This is an optimization exercise on Yosys and OpenROAD, whose aim is a short achievable clock period and few clock cycles, not a production implementation. Function was checked by simulation only, so behaviour that the tests miss may differ from the original.

run 1:
## tomasuloCore
module tomasuloCore
(
   input  logic        Clock,
   input  logic        rst,
   input  logic        progWrite,
   input  logic [5:0]  progAddr,
   input  logic [15:0] progWord,
   input  logic        start,
   input  logic [6:0]  progLength,
   input  logic [3:0]  regAddr,
   output logic [15:0] regData,
   output logic        done
);
   logic [63:0][15:0] progMem;          
   logic [15:0] arch    [0:15];         
   logic [15:0] work    [0:15];         
   logic [15:0] workNext [0:15];
   logic [7:0]  ir;                     
   logic [15:0] opA, opB;               
   logic [15:0] nextWord;               
   logic [3:0]  nextJ, nextK;
   logic        irValid;
   logic [6:0]  pc;                     
   logic [6:0]  progLen;                
   logic        inOrder;                
   logic        running;
   logic [3:0]  op, dest;
   logic        writes;
   logic [15:0] result;
   logic [15:0] baseA, baseB;
   logic        inOrderWrite;
   logic        rollback;
   logic        more;                   
   logic        finish;
   assign op     = ir[7:4];
   assign dest   = ir[3:0];
   assign writes = irValid && (op >= 4'd1) && (op <= 4'd4);
   addSubUnit u_exec (.op(op), .a(opA), .b(opB), .res(result));
   always_comb
   begin
      for (int i = 0; i < 16; i++)
         workNext[i] = (writes && (dest == 4'(i))) ? result : work[i];
   end
   assign inOrderWrite = progWrite && inOrder && ({1'b0, progAddr} == pc);
   assign rollback     = start && (!inOrder || (pc > progLength));
   assign more         = (pc < progLen);
   assign finish       = running && !more;
   assign regData = arch[regAddr];
   always_ff @(posedge Clock)
   begin
      if (progWrite)
         progMem[progAddr] <= progWord;
   end
   always_comb
   begin
      if (start)
         nextWord = rollback ? progMem[0] : progMem[pc[5:0]];
      else if (running)
         nextWord = progMem[pc[5:0]];
      else
         nextWord = progWord;
   end
  ...
For scale: about 12000 cells after synthesis, about 0.12 mm2 of cells after synthesis.
==> flow/config.mk <==
export PLATFORM = sky130hd
export DESIGN_NAME = tomasuloCore
export DESIGN_NICKNAME = tomasuloCore
export VERILOG_FILES = /design/flow/design.v
export SDC_FILE = /design/flow/constraint.sdc
export NUM_CORES = 4
export LEC_CHECK = 0
export CAP_MARGIN = 40
export CORE_MARGIN = 2
export CORE_UTILIZATION = 40
export SLEW_MARGIN = 40
export SYNTH_HIERARCHICAL = 1
==> flow/constraint.sdc <==
create_clock -name core_clock -period 30.0 [get_ports {Clock}]
set_input_delay 6.0000 -clock core_clock [delete_from_list [all_inputs] [get_ports {Clock}]]
set_output_delay 6.0000 -clock core_clock [all_outputs]
set_load 0.01 [all_outputs]
standard.sh (not shown) runs the stock make flow with config.mk's settings and CLKGATE_MAP_FILE= SYNTH_SCRIPT=/design/flow/synth_recipe.tcl, a recipe that flattens the netlist after the stock synthesis.
==> flow/flow/run.sh <==
#!/bin/bash
# Layout: the standard flow, with these changes to how it is made:
#  - synthesis skips the full-adder extraction (ADDER_MAP_FILE empty), so ABC
#    maps the adders and compares itself and sees whole register-to-register
#    paths when it optimises for delay;
#  - timing repair aims for setup slack SETUP_SLACK_MARGIN ns beyond the
#    clock, so paths are made faster than the 30 ns clock needs;
#  - timing repair may resize cells to other footprints;
#  - the regAddr and regData pins are kept together (io.tcl);
set -euo pipefail
here=$(cd "$(dirname "${BASH_SOURCE[0]}")" && pwd)
bash standard.sh ADDER_MAP_FILE= SETUP_SLACK_MARGIN=17.5 MATCH_CELL_FOOTPRINT=0 \
   IO_CONSTRAINTS="$here/io.tcl" finish > flow_make.log 2>&1
==> flow/flow/io.tcl <==
# Keep the register read port's pins (regAddr in, regData out) together on
# the die edge, so its combinational path is short.
set_io_pin_constraint -group -pin_names {regAddr[0] regAddr[1] regAddr[2] regAddr[3] regData[0] regData[1] regData[2] regData[3] regData[4] regData[5] regData[6] regData[7] regData[8] regData[9] regData[10] regData[11] regData[12] regData[13] regData[14] regData[15]}
Run 1 | status: complete | timing, DRC, antenna: pass
Testbench counts of run 1, summed over its fixed seeds: cycles 21,288.
Modified inputs, run 2 compared to run 1
- SYNTH_HIERARCHICAL: 1 -> unset
- SETUP_SLACK_MARGIN: unset -> 5
==> flow/run.sh (new file) <==
#!/bin/bash
# synth_recipe.tcl (not shown) runs the flow's synth.tcl, then flattens the netlist and writes it again
# the make line also repeats each setting of config.mk as NAME=value (left out here)
make -C /OpenROAD-flow-scripts/flow DESIGN_CONFIG=/design/flow/config.mk WORK_HOME=/design/flow/orfs CLKGATE_MAP_FILE= SYNTH_SCRIPT=/design/flow/synth_recipe.tcl finish
removed: flow/flow/run.sh
removed: flow/flow/io.tcl
removed: flow/standard.sh
Notes after the runs:
Changes observed in run 2 relative to run 1: post-layout utilization of the core has decreased, total buffers and inverters traversed by the critical path increased 8, wire length shows a reduction of about 9%. In run 2, number of multi-input combinational cells is lower than in run 1. Summary: with run 1 as the reference, half-perimeter wire length after detailed placement in run 2 moved down by a few percent.
diff inputs: run 2 => run 3
- clearing SETUP_SLACK_MARGIN, which used to be 5
==> flow/flow/run.sh (new file) <==
#!/bin/bash
# Layout: the standard flow (standard synthesis unchanged), with these
# changes to how the layout is made:
#  - timing repair aims for setup slack SETUP_SLACK_MARGIN ns beyond the
#    clock, so paths are made faster than the 30 ns clock needs;
#  - timing repair may resize cells to other footprints;
#  - the regAddr and regData pins are kept together (io.tcl).
# make's full output goes to flow_make.log; each ORFS step keeps its own log
# under orfs/logs/.
set -euo pipefail
here=$(cd "$(dirname "${BASH_SOURCE[0]}")" && pwd)
bash standard.sh SETUP_SLACK_MARGIN=17.5 MATCH_CELL_FOOTPRINT=0 \
   IO_CONSTRAINTS="$here/io.tcl" finish > flow_make.log 2>&1
==> flow/flow/io.tcl (new file) <==
# Keep the register read port's pins (regAddr in, regData out) together on
# the die edge, so its combinational path is short.
set_io_pin_constraint -group -pin_names {regAddr[0] regAddr[1] regAddr[2] regAddr[3] regData[0] regData[1] regData[2] regData[3] regData[4] regData[5] regData[6] regData[7] regData[8] regData[9] regData[10] regData[11] regData[12] regData[13] regData[14] regData[15]}
==> flow/standard.sh (new file) <==
#!/bin/bash
# synth_recipe.tcl (not shown) runs the flow's synth.tcl, then flattens the netlist and writes it again
# the make line also repeats each setting of config.mk as NAME=value (left out here)
make -C /OpenROAD-flow-scripts/flow DESIGN_CONFIG=/design/flow/config.mk WORK_HOME=/design/flow/orfs CLKGATE_MAP_FILE= SYNTH_SCRIPT=/design/flow/synth_recipe.tcl "${@:-finish}"
removed: flow/run.sh
--- outcome ---
- Compared to run 2, run 3 has final layout net count 371 higher.
- Cell count grows by a few percent when moving from run 2 to run 3.
- Re placed wire-length estimate after detailed placement: run 3 is about 1.7% up on run 2.
- Run 3 vs. run 2: global-route met2 utilization went up by 1.2 points.
- Run 3 against run 2: area of all placed cells without fillers went up 0.0088 mm2, area after synthesis about even.
The inputs of run 4 differ from those of run 3 as listed below.
- swapping 40 for 55 in CORE_UTILIZATION
diff --git a/flow/flow/run.sh b/flow/flow/run.sh
--- a/flow/flow/run.sh
+++ b/flow/flow/run.sh
@@ -1,4 +1,6 @@
 #!/bin/bash
-# Layout: the standard flow (standard synthesis unchanged), with these
-# changes to how the layout is made:
+# Layout: the standard flow, with these changes to how it is made:
+#  - synthesis skips the full-adder extraction (ADDER_MAP_FILE empty), so ABC
+#    maps the adders and compares itself and sees whole register-to-register
+#    paths when it optimises for delay;
 #  - timing repair aims for setup slack SETUP_SLACK_MARGIN ns beyond the
@@ -11,3 +13,3 @@
 here=$(cd "$(dirname "${BASH_SOURCE[0]}")" && pwd)
-bash standard.sh SETUP_SLACK_MARGIN=17.5 MATCH_CELL_FOOTPRINT=0 \
+bash standard.sh ADDER_MAP_FILE= SETUP_SLACK_MARGIN=17.5 MATCH_CELL_FOOTPRINT=0 \
    IO_CONSTRAINTS="$here/io.tcl" finish > flow_make.log 2>&1
Notes after the runs:
Run 3 has a lower sequential share of layout area than run 4. Run 4 against run 3: final worst hold slack climbed 45 ps; register area saw little to no change; final routed wire length divided by cell count went down by 0.86%; number of distinct standard cells referenced by the synthesized netlist rose 14; share of layout cells above drive strength 1 has decreased. Lower clock-buffer cell count goes to run 3 over run 4. Run 4 | status: complete | timing, DRC, antenna: pass. The endpoint arrival time on the critical path of run 4 is lower than that of run 3.

static timing again, ports no longer ideal:
Ports are ideal in the flow. The routed layouts listed here were re-timed in OpenROAD.
Step 1, drivers: a clkbuf_16 drives Clock and a buf_2 each remaining input, both assumed.
Step 2 times the ports against the registers' clock, not the clock port: input delays grow and output delays shrink by t, the midpoint of the rising clock arrivals with the driver on.
Three values: no drivers, after step 1, after step 2; two values: the first two.
run	shift t [ns]	setup WS [ns]	worst register clock-pin slew, ns
run 1	0.943	16.425 / 16.337 / 16.337	0.08 / 0.08
run 2	0.922	10.447 / 10.447 / 10.447	0.07 / 0.07
run 3	0.929	14.948 / 14.948 / 14.948	0.08 / 0.08
run 4	0.888	16.440 / 16.362 / 16.362	0.07 / 0.07
After both steps setup and hold are still met in every run listed. The setup slack of run 1, which loses most, moves by -0.088 ns with the drivers and by -0.088 ns with both steps.
